This design comes from an exercise in tuning for small area, a short achievable clock period and few clock cycles per item on the open sky130 flow, not from production work. RTL that was checked went through simulation tests only; none was proved equivalent to the original. Function not checked in runs 5 and 6: the RTL went through the layout flow alone.

==> design/flow/design.v <==
module bpm_pos_calc #(
    parameter int DATA_W  = 32,
    parameter int DIA_W   = 16,
    parameter int SCALE   = 250,
    parameter int SCALE_W = 8
) (
    input  logic                    clk,
    input  logic                    rst,
    input  logic                    data_valid,
    input  logic [DATA_W-1:0]       A_IN,
    input  logic [DATA_W-1:0]       B_IN,
    input  logic [DATA_W-1:0]       C_IN,
    input  logic [DATA_W-1:0]       D_IN,
    input  logic [DIA_W-1:0]        Diameter,
    output logic [DIA_W+SCALE_W:0]  X,
    output logic [DIA_W+SCALE_W:0]  Y,
    output logic [DATA_W+1:0]       S,
    output logic [1:0]              err,
    output logic                    busy,
    output logic                    rdy
);
    localparam int N  = DATA_W + DIA_W + SCALE_W;
    localparam int P  = DIA_W + SCALE_W + 1;
    localparam int R  = DATA_W + 2;
    localparam int CW = $clog2(N + 1);
    localparam logic [N-1:0] SCALE_N = N'(SCALE);
    typedef enum logic [2:0] {
        IDLE, PREP_X, DIV_X, PREP_Y, DIV_Y, DONE
    } state_t;
    state_t state, state_nx;
    logic [DATA_W-1:0] a_r, b_r, c_r, d_r;
    logic [DIA_W-1:0]  dia_r;
    logic [CW-1:0]     cnt;
    logic [R-1:0]      rem;
    logic [N-1:0]      quo;
    logic [DATA_W:0]   den;
    logic              neg;
    logic              x_err, y_err;
    logic [P-1:0]      x_res, y_res;
    logic              sel_y;
    logic [DATA_W-1:0] op_p, op_n, diff;
    logic              op_neg;
    logic [DATA_W:0]   op_sum;
    logic [N-1:0]      num;
    logic [R:0]        rem_sh;
    logic [R-1:0]      rem_sub;
    logic              ge;
    logic [P-1:0]      mag, res;
    logic              last;
    logic [DATA_W+1:0] sum4;
    assign busy = (state != IDLE);
    always_comb begin
        sel_y   = (state == PREP_Y);
        op_p    = sel_y ? c_r : a_r;
        op_n    = sel_y ? d_r : b_r;
        op_neg  = (op_n > op_p);
        diff    = op_neg ? (op_n - op_p) : (op_p - op_n);
        op_sum  = {1'b0, op_p} + {1'b0, op_n};
        num     = N'(dia_r) * SCALE_N * N'(diff);
        rem_sh  = {rem, quo[N-1]};
        rem_sub = R'(rem_sh - (R+1)'(den));
        ge      = (rem_sh >= (R+1)'(den));
        mag     = quo[P-1:0];
        res     = (den == '0) ? '0 : (neg ? ('0 - mag) : mag);
        last    = (cnt == CW'(N - 1));
        sum4    = {2'b0, a_r} + {2'b0, b_r} + {2'b0, c_r} + {2'b0, d_r};
    end
    always_comb begin
        state_nx = state;
        unique case (state)
            IDLE:    if (data_valid) state_nx = PREP_X;
            PREP_X:  state_nx = DIV_X;
            DIV_X:   if (last) state_nx = PREP_Y;
            PREP_Y:  state_nx = DIV_Y;
            DIV_Y:   if (last) state_nx = DONE;
            DONE:    if (cnt == CW'(1)) state_nx = IDLE;
            default: state_nx = IDLE;
        endcase
    end
    always_ff @(posedge clk or posedge rst) begin
        if (rst) state <= IDLE;
        else     state <= state_nx;
    end
    always_ff @(posedge clk or posedge rst) begin
        if (rst) begin
            a_r   <= '0;
            b_r   <= '0;
            c_r   <= '0;
            d_r   <= '0;
            dia_r <= '0;
            cnt   <= '0;
            rem   <= '0;
            quo   <= '0;
            den   <= '0;
            neg   <= 1'b0;
            x_err <= 1'b0;
            y_err <= 1'b0;
            x_res <= '0;
            y_res <= '0;
            X     <= '0;
            Y     <= '0;
            S     <= '0;
            err   <= '0;
            rdy   <= 1'b0;
        end else begin
            rdy <= 1'b0;
            unique case (state)
                IDLE: begin
                    cnt <= '0;
                    if (data_valid) begin
                        a_r   <= A_IN;
                        b_r   <= B_IN;
                        c_r   <= C_IN;
                        d_r   <= D_IN;
                        dia_r <= Diameter;
                    end
                end
                PREP_X, PREP_Y: begin
                    cnt <= '0;
                    rem <= '0;
                    quo <= num;
                    den <= op_sum;
                    neg <= op_neg;
                    if (sel_y) begin
                        x_res <= res;
                        x_err <= (den == '0);
                    end
                end
                DIV_X, DIV_Y: begin
                    cnt <= last ? '0 : cnt + CW'(1);
                    rem <= ge ? rem_sub : rem_sh[R-1:0];
                    quo <= {quo[N-2:0], ge};
                end
                DONE: begin
                    cnt <= cnt + CW'(1);
                    if (cnt == '0) begin
                        y_res <= res;
                        y_err <= (den == '0);
                    end else begin
                        X   <= x_res;
                        Y   <= y_res;
                        S   <= sum4;
                        err <= {y_err, x_err};
                        rdy <= 1'b1;
                    end
                end
                default: cnt <= '0;
            endcase
        end
    end
endmodule
==> design/flow/run.sh <==
#!/bin/bash
# synth_recipe.tcl (not shown) runs the flow's synth.tcl, then flattens the netlist and writes it again
# the make line also repeats each setting of config.mk as NAME=value (left out here)
make -C /OpenROAD-flow-scripts/flow DESIGN_CONFIG=/design/flow/config.mk WORK_HOME=/design/flow/orfs CLKGATE_MAP_FILE= SYNTH_SCRIPT=/design/flow/synth_recipe.tcl finish
==> design/flow/config.mk <==
export PLATFORM = sky130hd
export DESIGN_NAME = bpm_pos_calc
export DESIGN_NICKNAME = bpm_pos_calc
export VERILOG_FILES = /design/flow/design.v
export SDC_FILE = /design/flow/constraint.sdc
export NUM_CORES = 4
export LEC_CHECK = 0
export CAP_MARGIN = 20
export CORE_MARGIN = 2
export CORE_UTILIZATION = 40
export SLEW_MARGIN = 20
==> design/flow/constraint.sdc <==
create_clock -name core_clock -period 13.0 [get_ports {clk}]
set_input_delay 2.6000 -clock core_clock [delete_from_list [all_inputs] [get_ports {clk}]]
set_output_delay 2.6000 -clock core_clock [all_outputs]
set_load 0.01 [all_outputs]
==> results of run 1 <==
[worst max-delay path: cells and delay by family (launching register included)]
kind	cells	cell delay (ps)
AOI/OAI and AO/OA	14	2860
xor gates and xnor gates	2	780
adders and majority gates	9	4520
and+or+nand+nor	6	1750
DFF	1	540
buffers and inverters	8	1360
muxes	1	330
[layer usage]
layer | vias to the layer above | GRT usage, % | share of wire (%)
met5 | - | 0 | 0
met1 | 20600 | 31.1 | 45
met3 | 176 | 2.18 | 4.7
li1 | 18700 | - | -
met2 | 1060 | 36.9 | 49
met4 | 0 | 4.85 | 2.1
[logic make-up (layout without fill, tap and decap cells)]
kind of cell	after synthesis	after routing	share of synthesized area (%)
multiplexers	226	226	4.74
AND/OR/NAND/NOR	1652	1652	14.0
adder cells (fa/ha/maj)	1147	1147	37.8
buffers and inverters	1199	1347	8.77
other	0	1	0
XOR/XNOR	213	213	3.66
flip-flops	416	416	19.7
AO/OA/AOI/OAI	951	951	11.3
[stage by stage]
| step | instance area, sq um | util [%] |
|---|---|---|
| 2_1_floorplan | 52800 | - |
| 3_3_place_gp | 57400 | 43.7 |
| 3_5_place_dp | 57400 | 43.7 |
| 4_1_cts | 59200 | 45.1 |
| 5_1_grt | 59200 | 45.1 |
| 6_report | 59200 | 45.1 |
[synthesized netlist by cell type, types with 68 or more instances]
cell type,count
buf_2,68
nor2_1,194
a21oi_1,230
nand2b_1,77
ha_1,398
nand2_1,955
xnor2_1,147
clkbuf_1,191
a21o_1,81
and2_1,153
nand3_1,78
fa_1,749
o21ai_0,321
mux2_2,190
dfrtp_1,416
inv_1,918
[flip-flops by register name (all words and copies together), names as in the netlist, 32 cells and up]
register / count
quo: 56
S: 34
rem: 34
den: 33
a_r: 32
b_r: 32
c_r: 32
d_r: 32
[final cells by class]
type                       instances  area [sq um]
antenna                            1          2.50
clock inverter                    23           357
fill                           12700         72100
inverter                         925          3480
multi-input combinational       4189         38200
clock buffer                      69          1430
timing repair buffer             330          3110
sequential                       416         10400
tap                             1755          2200
[path summary, 6_finish.rpt]
| kind | from | to | cells past startpoint |
|---|---|---|---|
| setup reg to reg | state[0]$_DFFE_PP0P_ | quo[48]$_DFFE_PP0P_ | 40 |
| hold reg to reg | x_res[15]$_DFFE_PP0P_ | X[15]$_DFFE_PP0P_ | 2 |
| hold / removal | x_res[15]$_DFFE_PP0P_ | X[15]$_DFFE_PP0P_ | 2 |
| setup / recovery | state[0]$_DFFE_PP0P_ | quo[48]$_DFFE_PP0P_ | 40 |
| min in group asynchronous | rst | X[3]$_DFFE_PP0P_ | 2 |
| max in group asynchronous | rst | dia_r[7]$_DFFE_PP0P_ | 4 |
==> flow_metrics.env, run 1 <==
export IMPL_outcome="complete, no violations"
export IMPL_yosysTopAreaCell="fa_1"
export IMPL_setup_viol_count_final=0
export IMPL_routed_wl_mm=148
export IMPL_preCtsSetupSlack_ps=853
export IMPL_fmax_ghz=0.0810
export IMPL_layout_cells_most_common_list="nand2_1 (952), inv_1 (917), fa_1 (749)"
export IMPL_critPathSlowestCell="xnor2_2"
export IMPL_fin_setup_tns_ps=0
export IMPL_required_ps=13510
export IMPL_synthFlopType="dfrtp_1"
export IMPL_crit_path_frequent_cell="fa_1"
export IMPL_crit_path_max_incr_delay_ps=660
export IMPL_cts_path_max_buffers=3
export IMPL_fin_cells=7708
export IMPL_portBuffers=234
export IMPL_crit_type="reg2reg"
export IMPL_cap_violations=0
export IMPL_drt_iter0_drc=2775
export IMPL_cts_root_buffer="clkbuf_16"
export IMPL_grt_pass1_wl_mm=238
export IMPL_arrival_ps=12860
export IMPL_cts_repair_resized=0
export IMPL_core_area_sq_um=131000
export IMPL_gp_congestion=0.919
export IMPL_start_util_pct=40.2
export IMPL_synth_cell_type_count=92
export IMPL_dieArea_sq_um=135000
export IMPL_hold_path_class="reg2reg"
export IMPL_cts_hold_buf=0
export IMPL_clk_pin_slew_ps=60
export IMPL_first_pass_iters=7
export IMPL_path_max_fanout=37
export IMPL_via_per_inst=5.27
export IMPL_maxSlewHeadroom_pct=23.8
export IMPL_start_kind="register"
export IMPL_rsz0062_at_grt="no"
export IMPL_route_vias_total=40600
export IMPL_ys_warnings_count=1
export IMPL_drc_errors=0
export IMPL_cts_max_level=2
export IMPL_syn_inst=5804
export IMPL_async_flop_share_pct=100
export IMPL_ys_seq_elements=416
export IMPL_cts_made_buffers=50
export IMPL_track_usage_pct=22.1
export IMPL_cts_tree="built"
export IMPL_synth_edf_count=0
export IMPL_r2r_slack_ps=650
export IMPL_yosysSeqAreaShare_pct=19.7
export IMPL_postCtsSetupBuffers=0
export IMPL_syn_area_sq_um=52800
export IMPL_grt_pass1_vias=41700
export IMPL_fin_crit_sh_pct=95.0
export IMPL_synth_top_cell_area_share_pct=28.4
export IMPL_dp_cells=7615
export IMPL_wl_per_cell_microns=19.2
export IMPL_worst_pin_slew_ps=1140
export IMPL_nets=7206
export IMPL_clock_sinks=416
export IMPL_slew_violations=0
export IMPL_setup_slack_ps=648
export IMPL_grt_max_degree=162
export IMPL_rows=133
export IMPL_finalHoldViolations=0
export IMPL_dp_hpwl_mm=119
export IMPL_holdWs_ps=464
export IMPL_ant_nets=0
export IMPL_area_delta_synth_final_pct=12.0
export IMPL_synth_area_leaders="fa_1 (28%), dfrtp_1 (20%), ha_1 (9.4%)"
export IMPL_clk_insertion_delay_late_ps=670
export IMPL_antenna_found_initial=2
export IMPL_synth_area_per_cell_sq_um=9.10
export IMPL_skew_ps=83.5
export IMPL_ioPinCount=235
export IMPL_die_w_microns=367
export IMPL_critPathCaptureType="register"
export IMPL_period_needed_ps=12350
export IMPL_syn_nets=7098
export IMPL_grt_overflow=0
export IMPL_dieHeight_microns=367
export IMPL_layout_commonest_cell="nand2_1"
export IMPL_drive_gt1_share_pct=8.06
Testbench counts, summed over its fixed seeds: cycles 112,320, items 960.
==> run 2, diff against run 1 <==
==> design/flow/design.v (replaced) <==
module bpm_pos_calc (
    input  logic        clk,
    input  logic        rst,
    input  logic        data_valid,
    input  logic [31:0] A_IN,
    input  logic [31:0] B_IN,
    input  logic [31:0] C_IN,
    input  logic [31:0] D_IN,
    input  logic [15:0] Diameter,
    output logic [24:0] X,
    output logic [24:0] Y,
    output logic [33:0] S,
    output logic [1:0]  err,
    output logic        busy,
    output logic        rdy
);
    logic [31:0] a_r, c_r;
    logic [32:0] sab, scd;
    logic [24:0] kr;
    logic [32:0] rx, ry;
    logic [24:0] qx, qy;
    logic [4:0]  cnt;
    logic        fin;
    logic b24, b23;
    assign b24 = (Diameter >= 16'd33555);
    assign b23 = ((Diameter >= 16'd16778) && !b24) || (Diameter >= 16'd50332);
    logic [22:0] p125;
    logic [24:0] p500;
    assign p125 = {kr[15:0], 7'b0} - {7'b0, kr[15:0]} - {6'b0, kr[15:0], 1'b0};
    assign p500 = {p125, 2'b00};
    function automatic logic [34:0] step_r(input logic [32:0] r, input logic [31:0] a,
                                           input logic [32:0] s, input logic k);
        logic [34:0] r2, d1, d2;
        r2 = {1'b0, r, 1'b0} + {3'b0, a & {32{k}}};
        d1 = r2 - {2'b0, s};
        d2 = r2 - {1'b0, s, 1'b0};
        if (!d2[34])      step_r = {2'd2, d2[32:0]};
        else if (!d1[34]) step_r = {2'd1, d1[32:0]};
        else              step_r = {2'd0, r2[32:0]};
    endfunction
    function automatic logic [24:0] step_q(input logic [24:0] q, input logic [1:0] t);
        logic [24:0] qi;
        qi = q + 25'd1;
        step_q = t[1] ? {qi[23:0], 1'b0} : {q[23:0], t[0]};
    endfunction
    function automatic logic [24:0] fin_res(input logic [24:0] q, input logic [32:0] r,
                                            input logic [23:0] k, input logic z);
        logic [25:0] d;
        logic        up;
        d  = {1'b0, q} - {2'b0, k};
        up = d[25] && (r != 33'd0);
        fin_res = z ? 25'd0 : (d[24:0] + {24'd0, up});
    endfunction
    logic [1:0]  tx, ty;
    logic [32:0] nrx, nry;
    assign {tx, nrx} = step_r(rx, a_r, sab, kr[24]);
    assign {ty, nry} = step_r(ry, c_r, scd, kr[24]);
    always_ff @(posedge clk or posedge rst) begin
        if (rst) begin
            busy <= 1'b0;
            fin  <= 1'b0;
            rdy  <= 1'b0;
            X    <= '0;
            Y    <= '0;
            S    <= '0;
            err  <= '0;
        end else begin
            rdy <= 1'b0;
            if (!busy) begin
                busy <= data_valid;
            end else if (fin) begin
                busy <= 1'b0;
                fin  <= 1'b0;
                rdy  <= 1'b1;
                X    <= fin_res(qx, rx, kr[24:1], sab == 33'd0);
                Y    <= fin_res(qy, ry, kr[24:1], scd == 33'd0);
                S    <= {1'b0, sab} + {1'b0, scd};
                err  <= {scd == 33'd0, sab == 33'd0};
            end else if (cnt == 5'd23) begin
                fin  <= 1'b1;
            end
        end
    end
    always_ff @(posedge clk) begin
        if (!busy) begin
            a_r <= A_IN;
            c_r <= C_IN;
            sab <= {1'b0, A_IN} + {1'b0, B_IN};
            scd <= {1'b0, C_IN} + {1'b0, D_IN};
            rx  <= (b24 && B_IN != 32'd0) ? {1'b0, A_IN} : 33'd0;
            ry  <= (b24 && D_IN != 32'd0) ? {1'b0, C_IN} : 33'd0;
            qx  <= {24'd0, b24 && B_IN == 32'd0};
            qy  <= {24'd0, b24 && D_IN == 32'd0};
            kr  <= {b23, 8'd0, Diameter};
            cnt <= 5'd0;
        end else if (!fin) begin
            rx  <= nrx;
            ry  <= nry;
            qx  <= step_q(qx, tx);
            qy  <= step_q(qy, ty);
            cnt <= cnt + 5'd1;
            if (cnt == 5'd0) kr <= {p500[22:0], p500[24:23]};
            else             kr <= {kr[23:0], kr[24]};
        end
    end
endmodule
--- a/design/flow/config.mk
+++ b/design/flow/config.mk
@@ -5,7 +5,9 @@
 export SDC_FILE = /design/flow/constraint.sdc
 export NUM_CORES = 4
 export LEC_CHECK = 0
+export ABC_CLOCK_PERIOD_IN_PS = 4000
 export CAP_MARGIN = 20
 export CORE_MARGIN = 2
 export CORE_UTILIZATION = 40
+export SETUP_SLACK_MARGIN = 5
 export SLEW_MARGIN = 20
==> run 2 against run 1 <==
Compared with the run above: worst hold slack gained 12 ps; final cell count fell by 32%; critical path depth shrank 15.
==> flow_metrics.env, run 2 <==
export IMPL_outcome="complete, no violations"
export IMPL_gp_congestion=0.931
export IMPL_holdPathStages=2
export IMPL_core_area_sq_um=83600
export IMPL_largest_reg_flops=34
export IMPL_area_delta_synth_final_pct=15.5
export IMPL_portBuffers=234
export IMPL_syn_inst=3896
export IMPL_ioPinCount=235
export IMPL_clk_insertion_delay_late_ps=600
export IMPL_cts_made_buffers=46
export IMPL_ys_seq_elements=365
export IMPL_dp_cells=5138
export IMPL_start_util_pct=40.3
export IMPL_layout_commonest_cell="ha_1"
export IMPL_yosysTopAreaCell="edfxtp_1"
export IMPL_required_ps=13360
export IMPL_cts_max_level=2
export IMPL_fmax_ghz=0.132
export IMPL_ys_warnings_count=1
export IMPL_critPathCaptureType="register"
export IMPL_cts_tree="built"
export IMPL_top_register="S"
export IMPL_synth_area_per_cell_sq_um=8.65
export IMPL_routed_wl_mm=110
export IMPL_syn_nets=4437
export IMPL_via_per_inst=5.84
export IMPL_arrival_ps=7950
export IMPL_fin_util_pct=46.6
export IMPL_maxSlewHeadroom_pct=25.7
export IMPL_cap_violations=0
export IMPL_route_vias_total=30500
export IMPL_antenna_found_initial=5
export IMPL_clock_sinks=365
export IMPL_period_needed_ps=7590
export IMPL_fin_crit_sh_pct=58.4
export IMPL_synthTopCellsByCount="ha_1 (374), nand2_1 (326), a21oi_1 (318)"
export IMPL_grt_pass1_wl_mm=167
export IMPL_path_max_fanout=55
export IMPL_rsz0062_at_grt="no"
export IMPL_die_w_microns=294
export IMPL_fin_setup_tns_ps=0
export IMPL_synth_most_common_cell="ha_1"
export IMPL_worstRegToRegCells=25
export IMPL_cts_root_buffer="clkbuf_16"
export IMPL_grt_overflow=0
export IMPL_hold_path_class="reg2reg"
export IMPL_first_pass_iters=5
export IMPL_fin_area_sq_um=38900
export IMPL_syn_area_sq_um=33700
export IMPL_rows=106
export IMPL_track_usage_pct=24.7
export IMPL_cts_path_max_buffers=3
export IMPL_yosysSeqAreaShare_pct=29.4
export IMPL_synthFlopType="edfxtp_1"
export IMPL_start_kind="register"
export IMPL_antennaDiodeCount=0
export IMPL_dpl_cell_area_sq_um=37300
export IMPL_clk_pin_slew_ps=60
export IMPL_setup_viol_count_final=0
export IMPL_dp_hpwl_mm=86.6
export IMPL_grt_max_degree=66
export IMPL_slew_violations=0
export IMPL_skew_ps=20.9
export IMPL_synth_top_cell_area_share_pct=19.2
export IMPL_holdWs_ps=476
export IMPL_wl_per_cell_microns=21.0
export IMPL_layout_cells_most_common_list="ha_1 (374), nand2_1 (321), a21oi_1 (317)"
export IMPL_finalHoldViolations=0
export IMPL_nets=4650
export IMPL_ant_nets=0
export IMPL_crit_type="reg2reg"
export IMPL_async_flop_share_pct=24.4
export IMPL_synth_edf_count=215
export IMPL_fin_cells=5227
export IMPL_grt_pass1_vias=28900
export IMPL_synth_area_leaders="edfxtp_1 (19%), ha_1 (14%), dfrtp_1 (6.6%)"
export IMPL_dieArea_sq_um=86600
export IMPL_drive_gt1_share_pct=4.17
export IMPL_synth_cell_type_count=93
export IMPL_drc_errors=0
export IMPL_worst_pin_slew_ps=1100
export IMPL_drt_iter0_drc=2215
export IMPL_dieHeight_microns=294
run 2: path summary, 6_finish.rpt:
path | start | end | slack, ps
setup reg to reg | kr[24]$_DFFE_PN_ | ry[0]$_DFFE_PN_ | 5410
hold / removal | Y[2]$_DFFE_PP0P_ | Y[2]$_DFFE_PP0P_ | 480
min in group asynchronous | rst | X[22]$_DFFE_PP0P_ | 2430
max in group asynchronous | rst | S[9]$_DFFE_PP0P_ | 9340
setup / recovery | kr[24]$_DFFE_PN_ | ry[0]$_DFFE_PN_ | 5410
hold reg to reg | Y[2]$_DFFE_PP0P_ | Y[2]$_DFFE_PP0P_ | 480
run 2: cells by family after synthesis:
group,after synthesis,share of synthesized area [%]
adders and majority gates,394,15.1
muxes,21,0.627
DFF,365,29.4
buffers and inverters,329,3.71
xor gates and xnor gates,380,9.87
AOI/OAI and AO/OA,1247,24.1
and+or+nand+nor,1160,17.2
run 2: area by class of cell:
type / instances / area, sq um
clock buffers: 65 / 1360
clock inverters: 21 / 194
fillers: 8141 / 44600
inverters: 230 / 871
multi-input cells: 3202 / 22700
flip-flops and latches: 365 / 9910
well taps: 1080 / 1350
repair buffers: 264 / 2570
run 2: worst max-delay path, stage by stage (launching register included):
cell and delay, ps:
edfxtp_1 570, buf_6 300, and2_1 190, ha_1 230, fa_1 440, a211oi_1 310, o21ai_0 250, and2_1 250
a21oi_1 230, o21bai_1 90, a21oi_1 190, xnor2_1 150, ha_1 350, and4_1 310, and3_1 190, nand3_1 80
nand3_1 300, a21oi_1 230, a311oi_1 690, a41oi_1 320, and3_1 290, a221oi_4 180, buf_4 550, nand2b_1 330
mux2i_1 120, a22o_1 180
run 2: timing repair:
item                                   in CTS  in global routing
setup endpoints to repair                  49                 87
pin swaps                                   1                  0
hold buffers                                0                  0
resized for setup                           2                  7
endpoints found under the hold margin       0                  0
buffers inserted                            2                  1
run 2: through the flow:
step	setup WS [ps]
2_1_floorplan	6830
3_5_place_dp	4730
3_3_place_gp	4920
4_1_cts	5000
5_1_grt	5020
6_report	5410
run 2: layer usage:
metal  GRT usage, %  part of all wire, %  vias up
met4           8.20                  3.5        8
met2           40.6                   45      990
met3           3.99                  6.7      184
met1           32.9                   44    14400
met5              0                0.054        -
li1               -                    -    14900
Testbench counts of run 2, summed over its fixed seeds: cycles 24,960, items 960.
==> run 3, diff against run 2 <==
--- a/design/flow/config.mk
+++ b/design/flow/config.mk
@@ -5,7 +5,6 @@
 export SDC_FILE = /design/flow/constraint.sdc
 export NUM_CORES = 4
 export LEC_CHECK = 0
-export ABC_CLOCK_PERIOD_IN_PS = 4000
 export CAP_MARGIN = 20
 export CORE_MARGIN = 2
 export CORE_UTILIZATION = 40
==> run 3 against run 2 <==
Compared with the run above: still clean on timing, DRC and antenna; worst setup slack did not move; synthesized area unchanged.
==> flow_metrics.env, run 3 <==
export IMPL_via_per_inst=5.84
export IMPL_clk_insertion_delay_late_ps=600
export IMPL_core_area_sq_um=83600
export IMPL_cap_violations=0
export IMPL_outcome="complete, no violations"
export IMPL_drc_errors=0
export IMPL_syn_inst=3896
export IMPL_cts_max_level=2
export IMPL_drt_iter0_drc=2215
export IMPL_die_w_microns=294
export IMPL_syn_area_sq_um=33700
export IMPL_drive_gt1_share_pct=4.17
export IMPL_start_util_pct=40.3
export IMPL_async_flop_share_pct=24.4
export IMPL_ioPinCount=235
export IMPL_finalHoldViolations=0
export IMPL_required_ps=13360
export IMPL_synth_area_leaders="edfxtp_1 (19%), ha_1 (14%), dfrtp_1 (6.6%)"
export IMPL_cts_made_buffers=46
export IMPL_skew_ps=20.9
export IMPL_synthFlopType="edfxtp_1"
export IMPL_grt_max_degree=66
export IMPL_synth_edf_count=215
export IMPL_crit_path_frequent_cell="a21oi_1"
export IMPL_first_pass_iters=5
export IMPL_cts_path_max_buffers=3
export IMPL_dieArea_sq_um=86600
export IMPL_fmax_ghz=0.132
export IMPL_route_vias_total=30500
export IMPL_period_needed_ps=7590
export IMPL_synth_area_per_cell_sq_um=8.65
export IMPL_largest_reg_flops=34
export IMPL_maxSlewHeadroom_pct=25.7
export IMPL_synth_top_cell_area_share_pct=19.2
export IMPL_grt_pass1_wl_mm=167
export IMPL_slew_violations=0
export IMPL_grt_pass1_vias=28900
export IMPL_antenna_found_initial=5
export IMPL_clock_sinks=365
export IMPL_worst_pin_slew_ps=1100
export IMPL_cts_tree="built"
export IMPL_crit_path_max_incr_delay_ps=690
export IMPL_nets=4650
export IMPL_arrival_ps=7950
export IMPL_rsz0062_at_grt="no"
export IMPL_area_delta_synth_final_pct=15.5
export IMPL_synthTopCellsByCount="ha_1 (374), nand2_1 (326), a21oi_1 (318)"
export IMPL_cts_hold_buf=0
export IMPL_layout_commonest_cell="ha_1"
export IMPL_routed_wl_mm=110
export IMPL_fin_setup_tns_ps=0
export IMPL_yosysSeqAreaShare_pct=29.4
export IMPL_path_max_fanout=55
export IMPL_holdWs_ps=476
export IMPL_ys_seq_elements=365
export IMPL_setup_viol_count_final=0
export IMPL_grt_overflow=0
export IMPL_track_usage_pct=24.7
export IMPL_cts_root_buffer="clkbuf_16"
export IMPL_critPathSlowestCell="a311oi_1"
export IMPL_dieHeight_microns=294
export IMPL_rows=106
export IMPL_gp_congestion=0.931
export IMPL_critPathCaptureType="register"
export IMPL_top_register="S"
export IMPL_synth_most_common_cell="ha_1"
export IMPL_ant_nets=0
export IMPL_crit_type="reg2reg"
export IMPL_hold_path_class="reg2reg"
export IMPL_antennaDiodeCount=0
export IMPL_ys_warnings_count=1
export IMPL_wl_per_cell_microns=21.0
export IMPL_portBuffers=234
export IMPL_layout_cells_most_common_list="ha_1 (374), nand2_1 (321), a21oi_1 (317)"
export IMPL_clk_pin_slew_ps=60
export IMPL_fin_crit_sh_pct=58.4
export IMPL_synth_cell_type_count=93
export IMPL_start_kind="register"
export IMPL_yosysTopAreaCell="edfxtp_1"
export IMPL_dp_hpwl_mm=86.6
export IMPL_syn_nets=4437
## run 3: cell counts in the layout (fill, tap and decap cells not counted)
No cell type changed its count.
## run 3: path summary, 6_finish.rpt
kind | end | slack [ps] | startpoint | cells after the start
max reg2reg | ry[0]$_DFFE_PN_ | 5410 | kr[24]$_DFFE_PN_ | 25
min reg2reg | Y[2]$_DFFE_PP0P_ | 480 | Y[2]$_DFFE_PP0P_ | 2
max in group asynchronous | S[9]$_DFFE_PP0P_ | 9340 | rst | 3
min | Y[2]$_DFFE_PP0P_ | 480 | Y[2]$_DFFE_PP0P_ | 2
max | ry[0]$_DFFE_PN_ | 5410 | kr[24]$_DFFE_PN_ | 25
min in group asynchronous | X[22]$_DFFE_PP0P_ | 2430 | rst | 2
## run 3: through the flow
| step | setup slack (ps) | util (%) | area, sq um | cells |
|---|---|---|---|---|
| 6_report | 5410 | 46.6 | 38900 | 5227 |
| 5_1_grt | 5020 | 46.6 | 38900 | 5227 |
| 4_1_cts | 5000 | 46.5 | 38900 | 5226 |
| 3_5_place_dp | 4730 | 44.6 | 37300 | 5138 |
| 3_3_place_gp | 4920 | 44.6 | 37300 | 5138 |
| 2_1_floorplan | 6830 | - | 33700 | 3896 |
## run 3: area by class of cell
type / count / area, sq um
repair buffers: 264 / 2570
inverters: 230 / 871
well taps: 1080 / 1350
flip-flops and latches: 365 / 9910
fillers: 8141 / 44600
clock buffers: 65 / 1360
clock inverters: 21 / 194
multi-input cells: 3202 / 22700
## run 3: repair_timing
action,CTS,global route
gates resized for setup,2,7
buffers inserted,2,1
hold endpoints to repair,0,0
endpoints found under the setup margin,49,87
pin swaps,1,0
## run 3: per-layer routing
metal	up-vias	share of wire (%)	global-route usage (%)	wire length, microns
met5	-	0.054	0	59
met4	8	3.5	8.20	3790
met3	184	6.7	3.99	7340
met2	990	45	40.6	49700
met1	14400	44	32.9	48600
li1	14900	-	-	-
## run 3: logic make-up (layout without fill, tap and decap cells)
kind of cell	count (synthesis)	count (layout)	synth area share (%)
XOR/XNOR	380	380	9.87
AND/OR/NAND/NOR	1160	1160	17.2
AO/OA/AOI/OAI	1247	1247	24.1
multiplexers	21	21	0.627
buffers and inverters	329	580	3.71
adder cells (fa/ha/maj)	394	394	15.1
flip-flops	365	365	29.4
## run 3: critical path, delay by kind of cell, from the launching register on
family                   cells  cell delay, ps
XOR/XNOR                     1             150
buffers and inverters        2             850
flip-flops                   1             570
AO/OA/AOI/OAI               10            2670
adder cells (fa/ha/maj)      3            1020
multiplexers                 1             120
AND/OR/NAND/NOR              8            1940
==> run 4, diff against run 3 <==
--- a/design/flow/config.mk
+++ b/design/flow/config.mk
@@ -8,5 +8,4 @@
 export CAP_MARGIN = 20
 export CORE_MARGIN = 2
 export CORE_UTILIZATION = 40
-export SETUP_SLACK_MARGIN = 5
 export SLEW_MARGIN = 20
==> run 4 against run 3 <==
Compared with the run above: still clean on timing, DRC and antenna; non-clock buffer count decreased by 3; synthesized cell count unchanged; final area decreased by 0.15%; critical path type unchanged; highest routed layer unchanged.
==> flow_metrics.env, run 4 <==
export IMPL_area_delta_synth_final_pct=15.3
export IMPL_ioPinCount=235
export IMPL_drive_gt1_share_pct=3.98
export IMPL_syn_area_sq_um=33700
export IMPL_gp_congestion=0.931
export IMPL_layout_commonest_cell="ha_1"
export IMPL_layout_cells_most_common_list="ha_1 (374), nand2_1 (323), a21oi_1 (317)"
export IMPL_maxSlewHeadroom_pct=22.1
export IMPL_holdWs_ps=476
export IMPL_crit_type="reg2reg"
export IMPL_critPathSlowestCell="xor2_1"
export IMPL_grt_overflow=0
export IMPL_syn_inst=3896
export IMPL_synth_edf_count=215
export IMPL_fin_setup_tns_ps=0
export IMPL_grt_pass1_wl_mm=167
export IMPL_track_usage_pct=24.7
export IMPL_finalHoldViolations=0
export IMPL_nets=4647
export IMPL_hold_end="Y[2]$_DFFE_PP0P_"
export IMPL_synth_area_per_cell_sq_um=8.65
export IMPL_synthTopCellsByCount="ha_1 (374), nand2_1 (326), a21oi_1 (318)"
export IMPL_critPathLaunch="kr[24]$_DFFE_PN_"
export IMPL_cts_made_buffers=46
export IMPL_skew_ps=25.5
export IMPL_path_max_fanout=21
export IMPL_core_area_sq_um=83600
export IMPL_synthFlopType="edfxtp_1"
export IMPL_dp_cells=5138
export IMPL_dieHeight_microns=294
export IMPL_ys_warnings_count=1
export IMPL_crit_chain="and2_1, ha_1, fa_1, a211oi_1, o21ai_0, a2111oi_0, nor2_1, a21oi_1, inv_1, a21oi_1, xnor2_1, ha_1, and3_1, a22o_1, or3_1, o2bb2ai_1, o221ai_1, o211ai_1, o21ai_1, xor2_1, nand2_1, o221ai_1"
export IMPL_r2r_start="kr[24]$_DFFE_PN_"
export IMPL_dpl_cell_area_sq_um=37300
export IMPL_cts_root_buffer="clkbuf_16"
export IMPL_synth_cell_type_count=93
export IMPL_fin_crit_sh_pct=64.3
export IMPL_fmax_ghz=0.120
export IMPL_critPathCaptureType="register"
export IMPL_worstRegToRegCells=22
export IMPL_start_kind="register"
export IMPL_hold_start="Y[2]$_DFFE_PP0P_"
export IMPL_fin_cells=5224
export IMPL_setup_viol_count_final=0
export IMPL_hold_path_class="reg2reg"
export IMPL_yosysTopAreaCell="edfxtp_1"
export IMPL_synth_area_leaders="edfxtp_1 (19%), ha_1 (14%), dfrtp_1 (6.6%)"
export IMPL_slew_violations=0
export IMPL_regArea_sq_um=9910
export IMPL_r2r_slack_ps=4650
export IMPL_top_register="S"
export IMPL_async_flop_share_pct=24.4
export IMPL_drt_iter0_drc=2313
export IMPL_die_w_microns=294
export IMPL_drc_errors=0
export IMPL_clock_sinks=365
export IMPL_outcome="complete, no violations"
export IMPL_cts_max_level=2
export IMPL_critical_path_buf_inv_count=1
export IMPL_holdPathStages=2
export IMPL_yosysSeqAreaShare_pct=29.4
export IMPL_cts_hold_buf=0
export IMPL_syn_nets=4437
export IMPL_cts_path_max_buffers=3
export IMPL_rows=106
export IMPL_fillers=8145
export IMPL_cap_violations=0
export IMPL_route_vias_total=30500
export IMPL_required_ps=13400
export IMPL_arrival_ps=8750
export IMPL_dieArea_sq_um=86600
export IMPL_rsz0062_at_grt="no"
export IMPL_crit_path_max_incr_delay_ps=880
export IMPL_grt_max_degree=66
export IMPL_cp_top_family="compound AO/OA/AOI/OAI gates"
export IMPL_worst_pin_slew_ps=1160
export IMPL_postCtsSetupBuffers=0
export IMPL_period_needed_ps=8350
export IMPL_clk_insertion_delay_late_ps=610
export IMPL_routed_wl_mm=109
export IMPL_clk_pin_slew_ps=60
export IMPL_fin_area_sq_um=38900
export IMPL_synth_top_cell_area_share_pct=19.2
export IMPL_first_pass_iters=5
export IMPL_grt_pass1_vias=28900
export IMPL_synth_most_common_cell="ha_1"
export IMPL_dp_hpwl_mm=86.6
export IMPL_multiInputGateArea_sq_um=22600
export IMPL_ant_nets=0
export IMPL_cts_repair_resized=0
export IMPL_via_per_inst=5.83
export IMPL_antennaDiodeCount=0
export IMPL_antenna_found_initial=5
export IMPL_portBuffers=234
export IMPL_largest_reg_flops=34
export IMPL_wl_per_cell_microns=20.9
export IMPL_r2r_end="rx[16]$_DFFE_PN_"
export IMPL_start_util_pct=40.3
export IMPL_cts_tree="built"
export IMPL_ys_seq_elements=365
==> run 4: cells by family after synthesis <==
family,count (synthesis),share of synthesized area [%]
mux,21,0.627
simple gates,1160,17.2
flops,365,29.4
fa+ha+maj,394,15.1
compound gates,1247,24.1
buf+inv,329,3.71
xor+xnor,380,9.87
==> run 4: worst max path at each step <==
stage / cells after the start / to / slack [ps]
finish: 22 / rx[16]$_DFFE_PN_ / 4650
global route: 26 / qy[24]$_SDFFE_PN0N_ / 3970
CTS: 22 / rx[16]$_DFFE_PN_ / 4680
detailed placement: 22 / rx[16]$_DFFE_PN_ / 4730
global placement: 22 / rx[1]$_DFFE_PN_ / 4920
floorplan: 27 / rx[3]$_DFFE_PN_ / 6830
==> run 4: per-layer routing <==
layer	track usage (%)	vias to the layer above	wire length [microns]	share of wire, %
met5	0	-	59	0.054
met4	8.29	8	3780	3.5
met2	40.5	974	49700	45
met3	3.99	181	7170	6.6
li1	-	14900	-	-
met1	32.9	14400	48700	45
==> run 4: per-stage QoR <==
step	utilization, %	worst slack (ps)
after floorplan	-	6830
final	46.5	4650
after global routing	46.5	3970
after detailed placement	44.6	4730
after global placement	44.6	4920
after CTS	46.5	4680
==> run 4: layout make-up <==
class | instances | share of cell area (%)
multi-input combinational | 3202 | 58.2
sequential | 365 | 25.5
timing repair buffer | 261 | 6.55
clock buffer | 65 | 3.49
tap | 1080 | 3.48
inverter | 230 | 2.24
clock inverter | 21 | 0.499
==> run 4: worst min-delay path, delay by kind of cell (launching register included) <==
kind             cells  cell delay (ps)
AND/OR/NAND/NOR      1               40
flip-flops           1              340
AO/OA/AOI/OAI        1               60
==> run 5, diff against run 4 <==
==> design/flow/design.v (replaced) <==
module bpm_pos_calc (
    input  logic        clk,
    input  logic        rst,
    input  logic        data_valid,
    input  logic [31:0] A_IN,
    input  logic [31:0] B_IN,
    input  logic [31:0] C_IN,
    input  logic [31:0] D_IN,
    input  logic [15:0] Diameter,
    output logic [24:0] X,
    output logic [24:0] Y,
    output logic [33:0] S,
    output logic [1:0]  err,
    output logic        busy,
    output logic        rdy
);
    logic [31:0] a_r, c_r;
    logic [32:0] sab, scd;
    logic [22:0] kr;
    logic [32:0] rx, ry;
    logic [25:0] vx, vy;
    logic [4:0]  cnt;
    logic        fin;
    logic b24, b23;
    assign b24 = (Diameter >= 16'd33555);
    assign b23 = ((Diameter >= 16'd16778) && !b24) || (Diameter >= 16'd50332);
    logic [22:0] p125;
    assign p125 = {kr[15:0], 7'b0} - {7'b0, kr[15:0]} - {6'b0, kr[15:0], 1'b0};
    function automatic logic [34:0] step_r(input logic [32:0] r, input logic [31:0] a,
                                           input logic [32:0] s, input logic k);
        logic [34:0] c0, c1, c2, ka;
        ka = {3'b0, a & {32{k}}};
        c0 = {1'b0, r, 1'b0} + ka;
        c1 = {1'b0, r, 1'b0} + ka - {2'b0, s};
        c2 = {1'b0, r, 1'b0} + ka - {1'b0, s, 1'b0};
        if (!c2[34])      step_r = {2'd2, c2[32:0]};
        else if (!c1[34]) step_r = {2'd1, c1[32:0]};
        else              step_r = {2'd0, c0[32:0]};
    endfunction
    function automatic logic [25:0] step_v(input logic [25:0] v, input logic k,
                                           input logic [1:0] t);
        logic [25:0] w;
        w = {v[24:0], 1'b0} - {25'd0, k};
        step_v = t[1] ? w + 26'd4 : (t[0] ? w + 26'd2 : w);
    endfunction
    function automatic logic [24:0] fin_res(input logic [25:0] v, input logic [32:0] r,
                                            input logic z);
        logic up;
        up = v[25] && (r != 33'd0);
        fin_res = z ? 25'd0 : (v[25:1] + {24'd0, up});
    endfunction
    logic [1:0]  tx, ty;
    logic [32:0] nrx, nry;
    assign {tx, nrx} = step_r(rx, a_r, sab, kr[22]);
    assign {ty, nry} = step_r(ry, c_r, scd, kr[22]);
    always_ff @(posedge clk or posedge rst) begin
        if (rst) begin
            busy <= 1'b0;
            fin  <= 1'b0;
            rdy  <= 1'b0;
            X    <= '0;
            Y    <= '0;
            S    <= '0;
            err  <= '0;
        end else begin
            rdy <= 1'b0;
            if (!busy) begin
                busy <= data_valid;
            end else if (fin) begin
                busy <= 1'b0;
                fin  <= 1'b0;
                rdy  <= 1'b1;
                X    <= fin_res(vx, rx, sab == 33'd0);
                Y    <= fin_res(vy, ry, scd == 33'd0);
                S    <= {1'b0, sab} + {1'b0, scd};
                err  <= {scd == 33'd0, sab == 33'd0};
            end else if (cnt == 5'd23) begin
                fin  <= 1'b1;
            end
        end
    end
    logic bz, dz;
    assign bz = (B_IN == 32'd0);
    assign dz = (D_IN == 32'd0);
    always_ff @(posedge clk) begin
        if (!busy) begin
            a_r <= A_IN;
            c_r <= C_IN;
            sab <= {1'b0, A_IN} + {1'b0, B_IN};
            scd <= {1'b0, C_IN} + {1'b0, D_IN};
            rx  <= (b24 && !bz) ? {1'b0, A_IN} : 33'd0;
            ry  <= (b24 && !dz) ? {1'b0, C_IN} : 33'd0;
            vx  <= b24 ? (bz ? 26'd1 : '1) : 26'd0;
            vy  <= b24 ? (dz ? 26'd1 : '1) : 26'd0;
            kr  <= {b23, 6'd0, Diameter};
            cnt <= 5'd0;
        end else if (!fin) begin
            rx  <= nrx;
            ry  <= nry;
            vx  <= step_v(vx, kr[22], tx);
            vy  <= step_v(vy, kr[22], ty);
            cnt <= cnt + 5'd1;
            if (cnt == 5'd0) kr <= {p125[20:0], 2'b00};
            else             kr <= {kr[21:0], 1'b0};
        end
    end
endmodule
==> design/flow/flow/run.sh (new file) <==
#!/bin/bash
set -euo pipefail
bash standard.sh SETUP_SLACK_MARGIN=9 finish > standard_make.log 2>&1
==> design/flow/standard.sh (new file) <==
#!/bin/bash
# synth_recipe.tcl (not shown) runs the flow's synth.tcl, then flattens the netlist and writes it again
# the make line also repeats each setting of config.mk as NAME=value (left out here)
make -C /OpenROAD-flow-scripts/flow DESIGN_CONFIG=/design/flow/config.mk WORK_HOME=/design/flow/orfs CLKGATE_MAP_FILE= SYNTH_SCRIPT=/design/flow/synth_recipe.tcl "${@:-finish}"
removed: design/flow/run.sh
==> run 5 against run 4 <==
Compared with the run above: global-route usage rose by 0.60 points; critical path depth is 7 higher; highest routed layer unchanged; synthesized cell count down 2.4%; still clean on timing, DRC and antenna; utilization increased by 5.9 points; worst hold slack worse by 14 ps.
==> flow_metrics.env, run 5 <==
export IMPL_antenna_found_initial=6
export IMPL_holdPathStages=2
export IMPL_wl_per_cell_microns=21.2
export IMPL_critPathSlowestCell="edfxtp_1"
export IMPL_worst_pin_slew_ps=1080
export IMPL_clock_sinks=364
export IMPL_synthTopCellsByCount="nand2_1 (335), ha_1 (327), nor2_1 (272)"
export IMPL_ioPinCount=235
export IMPL_synth_edf_count=264
export IMPL_first_pass_iters=7
export IMPL_layout_commonest_cell="nand2_1"
export IMPL_clk_insertion_delay_late_ps=590
export IMPL_skew_ps=15.3
export IMPL_worstRegToRegCells=29
export IMPL_track_usage_pct=25.3
export IMPL_setup_viol_count_final=0
export IMPL_maxSlewHeadroom_pct=28.3
export IMPL_area_delta_synth_final_pct=29.5
export IMPL_ys_seq_elements=364
export IMPL_fin_setup_tns_ps=0
export IMPL_grt_max_degree=154
export IMPL_arrival_ps=6660
export IMPL_synthFlopType="edfxtp_1"
export IMPL_via_per_inst=5.77
export IMPL_dp_cells=5001
export IMPL_layout_cells_most_common_list="nand2_1 (326), edfxtp_1 (264), ha_1 (256)"
export IMPL_hold_end="kr[18]$_SDFFE_PN0N_"
export IMPL_path_max_fanout=5
export IMPL_drt_iter0_drc=2124
export IMPL_finalHoldViolations=0
export IMPL_fin_cells=5314
export IMPL_start_util_pct=40.4
export IMPL_ant_nets=0
export IMPL_route_vias_total=30700
export IMPL_synth_area_leaders="edfxtp_1 (24%), ha_1 (12%), dfrtp_1 (6.7%)"
export IMPL_crit_type="reg2reg"
export IMPL_period_needed_ps=6320
export IMPL_fin_crit_sh_pct=48.6
export IMPL_syn_nets=4293
export IMPL_fin_util_pct=52.4
export IMPL_cts_tree="built"
export IMPL_ys_warnings_count=1
export IMPL_core_area_sq_um=82200
export IMPL_rsz0062_at_grt="yes"
export IMPL_yosysSeqAreaShare_pct=31.2
export IMPL_setup_slack_ps=6680
export IMPL_r2r_slack_ps=6680
export IMPL_synth_most_common_cell="nand2_1"
export IMPL_outcome="complete, no violations"
export IMPL_routed_wl_mm=113
export IMPL_portBuffers=234
export IMPL_drive_gt1_share_pct=18.8
export IMPL_dieHeight_microns=292
export IMPL_crit_path_max_incr_delay_ps=470
export IMPL_cap_violations=0
export IMPL_required_ps=13340
export IMPL_cts_max_level=2
export IMPL_top_register="S"
export IMPL_hold_start="kr[18]$_SDFFE_PN0N_"
export IMPL_grt_pass1_vias=29300
export IMPL_async_flop_share_pct=24.5
export IMPL_cts_hold_buf=0
export IMPL_r2r_start="kr[22]$_DFFE_PN_"
export IMPL_die_w_microns=292
export IMPL_cts_root_buffer="clkbuf_16"
export IMPL_fin_area_sq_um=43100
export IMPL_clk_pin_slew_ps=60
export IMPL_synth_area_per_cell_sq_um=8.75
export IMPL_preCtsSetupSlack_ps=5690
export IMPL_syn_area_sq_um=33300
export IMPL_r2r_end="vx[19]$_DFFE_PN_"
export IMPL_cts_path_max_buffers=3
export IMPL_dp_hpwl_mm=81.4
export IMPL_yosysTopAreaCell="edfxtp_1"
export IMPL_start_kind="register"
export IMPL_syn_inst=3801
export IMPL_dpl_cell_area_sq_um=37200
export IMPL_synth_cell_type_count=110
export IMPL_hold_path_class="reg2reg"
export IMPL_largest_reg_flops=34
export IMPL_slew_violations=0
export IMPL_dieArea_sq_um=85500
export IMPL_drc_errors=0
export IMPL_critPathCaptureType="register"
export IMPL_rows=105
export IMPL_cts_made_buffers=43
export IMPL_fmax_ghz=0.158
export IMPL_synth_top_cell_area_share_pct=23.8
export IMPL_gp_congestion=0.950
export IMPL_nets=4700
export IMPL_grt_overflow=0
export IMPL_grt_pass1_wl_mm=170
run 5: cell types whose count changed in the layout (fill, tap and decap cells not counted), moves of 53 or more:
cell	delta
clkdlybuf4s50_1	-153
buf_4	+138
ha_1	-118
dlygate4sd2_1	+109
a21oi_1	-107
o21ai_0	-89
o21ai_1	+70
buf_6	+56
ha_4	+53
run 5: cells by family (layout without fill, tap and decap cells):
family,count (synthesis),count (layout),synth area share (%)
other cells,0,2,0
simple gates,1191,1192,17.8
flops,364,364,31.2
fa+ha+maj,345,345,13.4
xor+xnor,380,380,10.0
compound gates,1154,1154,22.9
mux,23,23,0.707
buf+inv,344,784,3.98
run 5: timing repair:
action	CTS	global route
resized for setup	591	202
setup buffers	138	77
setup endpoints to repair	268	170
pin swaps	161	130
cloned	14	3
run 5: layout make-up:
cell class | instances | area [sq um]
clock inverter | 15 | 118
antenna | 2 | 5.00
fill | 7679 | 39200
tap | 1070 | 1340
clock buffer | 64 | 1260
inverter | 220 | 843
sequential | 364 | 10400
multi-input combinational | 3094 | 24300
timing repair buffer | 485 | 4840
run 5: worst max-delay path by stage:
stage	cells past startpoint	slack (ps)	start	to
final	29	6680	kr[22]$_DFFE_PN_	vx[19]$_DFFE_PN_
after global routing	28	6430	kr[22]$_DFFE_PN_	vx[10]$_DFFE_PN_
after CTS	28	6860	kr[22]$_DFFE_PN_	vx[14]$_DFFE_PN_
after detailed placement	27	5690	kr[22]$_DFFE_PN_	vx[19]$_DFFE_PN_
after global placement	27	5740	kr[22]$_DFFE_PN_	vx[19]$_DFFE_PN_
after floorplan	27	6900	kr[22]$_DFFE_PN_	vy[21]$_DFFE_PN_
run 5: routing by layer:
metal  vias up  track usage (%)  part of all wire, %  routed length (microns)
met5         -                0                0.012                       13
met4         2             7.40                  2.9                     3320
met3       172             2.97                  5.6                     6370
met2       907             42.7                   47                    53400
met1     14700             34.0                   44                    49800
li1      14900                -                    -                        -
run 5: worst max-delay path: cells and delay by family (launching register included):
kind	cells	cell delay (ps)
AO/OA/AOI/OAI	14	2910
AND/OR/NAND/NOR	9	1520
adder cells (fa/ha/maj)	2	610
flip-flops	1	470
buffers and inverters	3	410
XOR/XNOR	1	160
run 5: stage by stage:
stage / hold slack [ps]
floorplan: 431
global placement: 445
detailed placement: 454
CTS: 469
global route: 498
finish: 462
==> run 6, diff against run 5 <==
==> design/flow/flow/run.sh (replaced) <==
#!/bin/bash
set -euo pipefail
bash standard.sh SETUP_SLACK_MARGIN=7 finish > standard_make.log 2>&1
==> run 6 against run 5 <==
Compared with the run above: critical endpoint is now ry[28]$_DFFE_PN_; final cell count down 1.2%; sequential share of layout area up 0.73 points; utilization down 1.5 points.
==> flow_metrics.env, run 6 <==
export IMPL_outcome="complete, no violations"
export IMPL_syn_inst=3801
export IMPL_synth_top_cell_area_share_pct=23.8
export IMPL_antenna_found_initial=4
export IMPL_layout_commonest_cell="nand2_1"
export IMPL_dieArea_sq_um=85500
export IMPL_nets=4631
export IMPL_core_area_sq_um=82200
export IMPL_ys_warnings_count=1
export IMPL_yosysTopAreaCell="edfxtp_1"
export IMPL_crit_path_max_incr_delay_ps=420
export IMPL_rsz0062_at_grt="yes"
export IMPL_drc_errors=0
export IMPL_syn_area_sq_um=33300
export IMPL_yosysSeqAreaShare_pct=31.2
export IMPL_cts_hold_buf=0
export IMPL_routed_wl_mm=113
export IMPL_grt_pass1_vias=28900
export IMPL_grt_pass1_wl_mm=168
export IMPL_multiInputGateArea_sq_um=23300
export IMPL_worstRegToRegCells=32
export IMPL_hold_start="kr[16]$_SDFFE_PN0N_"
export IMPL_fillers=7736
export IMPL_clock_sinks=364
export IMPL_maxSlewHeadroom_pct=19.6
export IMPL_area_delta_synth_final_pct=25.7
export IMPL_wl_per_cell_microns=21.5
export IMPL_fmax_ghz=0.156
export IMPL_hold_path_class="reg2reg"
export IMPL_layout_cells_most_common_list="nand2_1 (312), ha_1 (302), edfxtp_1 (264)"
export IMPL_cap_violations=0
export IMPL_via_per_inst=5.80
export IMPL_synth_cell_type_count=110
export IMPL_dieHeight_microns=292
export IMPL_rows=105
export IMPL_cts_tree="built"
export IMPL_slew_violations=0
export IMPL_cts_made_buffers=47
export IMPL_regArea_sq_um=10400
export IMPL_finalHoldViolations=0
export IMPL_crit_type="reg2reg"
export IMPL_holdPathStages=2
export IMPL_synthFlopType="edfxtp_1"
export IMPL_cts_root_buffer="clkbuf_16"
export IMPL_start_kind="register"
export IMPL_cts_path_max_buffers=3
export IMPL_gp_congestion=0.958
export IMPL_synth_area_leaders="edfxtp_1 (24%), ha_1 (12%), dfrtp_1 (6.7%)"
export IMPL_ioPinCount=235
export IMPL_cts_max_level=2
export IMPL_ant_nets=0
export IMPL_critPathCaptureType="register"
export IMPL_skew_ps=22.2
export IMPL_synthTopCellsByCount="nand2_1 (335), ha_1 (327), nor2_1 (272)"
export IMPL_r2r_slack_ps=6610
export IMPL_grt_overflow=0
export IMPL_required_ps=13340
export IMPL_fin_crit_sh_pct=49.2
export IMPL_grt_max_degree=159
export IMPL_clk_insertion_delay_late_ps=610
export IMPL_syn_nets=4293
export IMPL_drt_iter0_drc=2389
export IMPL_r2r_end="ry[28]$_DFFE_PN_"
export IMPL_route_vias_total=30400
export IMPL_portBuffers=234
export IMPL_synth_area_per_cell_sq_um=8.75
export IMPL_clk_pin_slew_ps=60
export IMPL_drive_gt1_share_pct=14.2
export IMPL_async_flop_share_pct=24.5
export IMPL_start_util_pct=40.4
export IMPL_synth_most_common_cell="nand2_1"
export IMPL_ys_seq_elements=364
export IMPL_arrival_ps=6730
export IMPL_r2r_start="kr[22]$_DFFE_PN_"
export IMPL_period_needed_ps=6390
export IMPL_largest_reg_flops=34
export IMPL_synth_edf_count=264
export IMPL_critPathSlowestCell="edfxtp_1"
export IMPL_dp_hpwl_mm=82.0
export IMPL_dpl_cell_area_sq_um=36800
export IMPL_worst_pin_slew_ps=1200
export IMPL_die_w_microns=292
export IMPL_fin_area_sq_um=41800
export IMPL_fin_setup_tns_ps=0
export IMPL_path_max_fanout=7
export IMPL_setup_viol_count_final=0
export IMPL_hold_end="kr[17]$_SDFFE_PN0N_"
export IMPL_track_usage_pct=25.1
export IMPL_first_pass_iters=9
export IMPL_top_register="S"
[run 6: per-layer routing]
layer | global-route usage [%] | part of all wire [%]
met1 | 33.6 | 44
met2 | 41.4 | 46
met3 | 3.28 | 6.5
met4 | 9.28 | 3.8
met5 | 0 | 0
[run 6: metrics by stage]
step | util (%) | instances | setup WS, ps | hold WS, ps
finish | 50.8 | 5248 | 6610 | 476
floorplan | - | 3801 | 6900 | 431
global route | 50.8 | 5247 | 6460 | 493
CTS | 49.0 | 5187 | 6810 | 471
global placement | 44.8 | 5005 | 5680 | 459
detailed placement | 44.8 | 5005 | 5550 | 463
[run 6: worst max-delay path by stage]
stage                          start  cells past startpoint                to  slack [ps]
floorplan           kr[22]$_DFFE_PN_                     27  vy[21]$_DFFE_PN_        6900
global placement    kr[22]$_DFFE_PN_                     29  ry[16]$_DFFE_PN_        5680
detailed placement  kr[22]$_DFFE_PN_                     29   ry[3]$_DFFE_PN_        5550
CTS                 kr[22]$_DFFE_PN_                     28  vy[25]$_DFFE_PN_        6810
global route        kr[22]$_DFFE_PN_                     29  vy[25]$_DFFE_PN_        6460
finish              kr[22]$_DFFE_PN_                     32  ry[28]$_DFFE_PN_        6610
[run 6: critical path: cells and delay by family (launching register included)]
kind	cells	cell delay, ps
AO/OA/AOI/OAI	12	2410
AND/OR/NAND/NOR	8	1260
flip-flops	1	420
buffers and inverters	8	1000
adder cells (fa/ha/maj)	3	810
XOR/XNOR	1	190
[run 6: logic make-up after synthesis]
group,count (synthesis),share of synthesized area (%)
simple gates,1191,17.8
compound gates,1154,22.9
xor+xnor,380,10.0
flops,364,31.2
fa+ha+maj,345,13.4
buf+inv,344,3.98
mux,23,0.707
[run 6: area by class of cell]
cell class                 instances  share of cell area [%]
multi-input combinational       3095                    55.8
sequential                       364                    24.8
clock buffer                      67                    3.55
clock inverter                    20                   0.395
inverter                         220                    2.01
antenna                            1                 0.00599
tap                             1070                    3.20
timing repair buffer             411                    10.2
[run 6: timing repair]
action,in CTS,in global routing
gates resized for setup,185,243
cloned,10,6
setup endpoints to repair,128,126
setup buffers,85,54
endpoints found under the hold margin,0,0
pin swaps,83,120

static timing again, ports no longer ideal:
No port has a modelled driver above. Below, the same layouts with a new extraction and two added sets of constraints.
Step 1 assumes that a clkbuf_16 drives the clock port and a buf_2 every other input.
Step 2 times the ports against the registers' clock, not the clock port: input delays grow and output delays shrink by t, the midpoint of the rising clock arrivals with the driver on.
Three values: ideal ports, drivers, drivers and shift; two values: the first two.
run	shift t [ns]	setup WS [ns]	latest minus earliest clock arrival (ns)	worst data-port slew with drivers (ns)
run 1	0.703	0.648 / 0.648 / 0.648	0.083 / 0.084	0.09
run 2	0.664	5.411 / 5.411 / 5.411	0.022 / 0.022	0.14
run 3	0.664	5.411 / 5.411 / 5.411	0.022 / 0.022	0.14
run 4	0.663	4.647 / 4.647 / 4.647	0.026 / 0.027	0.13
run 5	0.649	6.683 / 6.683 / 6.683	0.017 / 0.017	0.08
run 6	0.665	6.610 / 6.610 / 6.515	0.022 / 0.023	0.06
After both steps setup and hold are still met in every run listed. The setup slack of run 6, which loses most, moves by 0.000 ns with the drivers and by -0.095 ns with both steps.
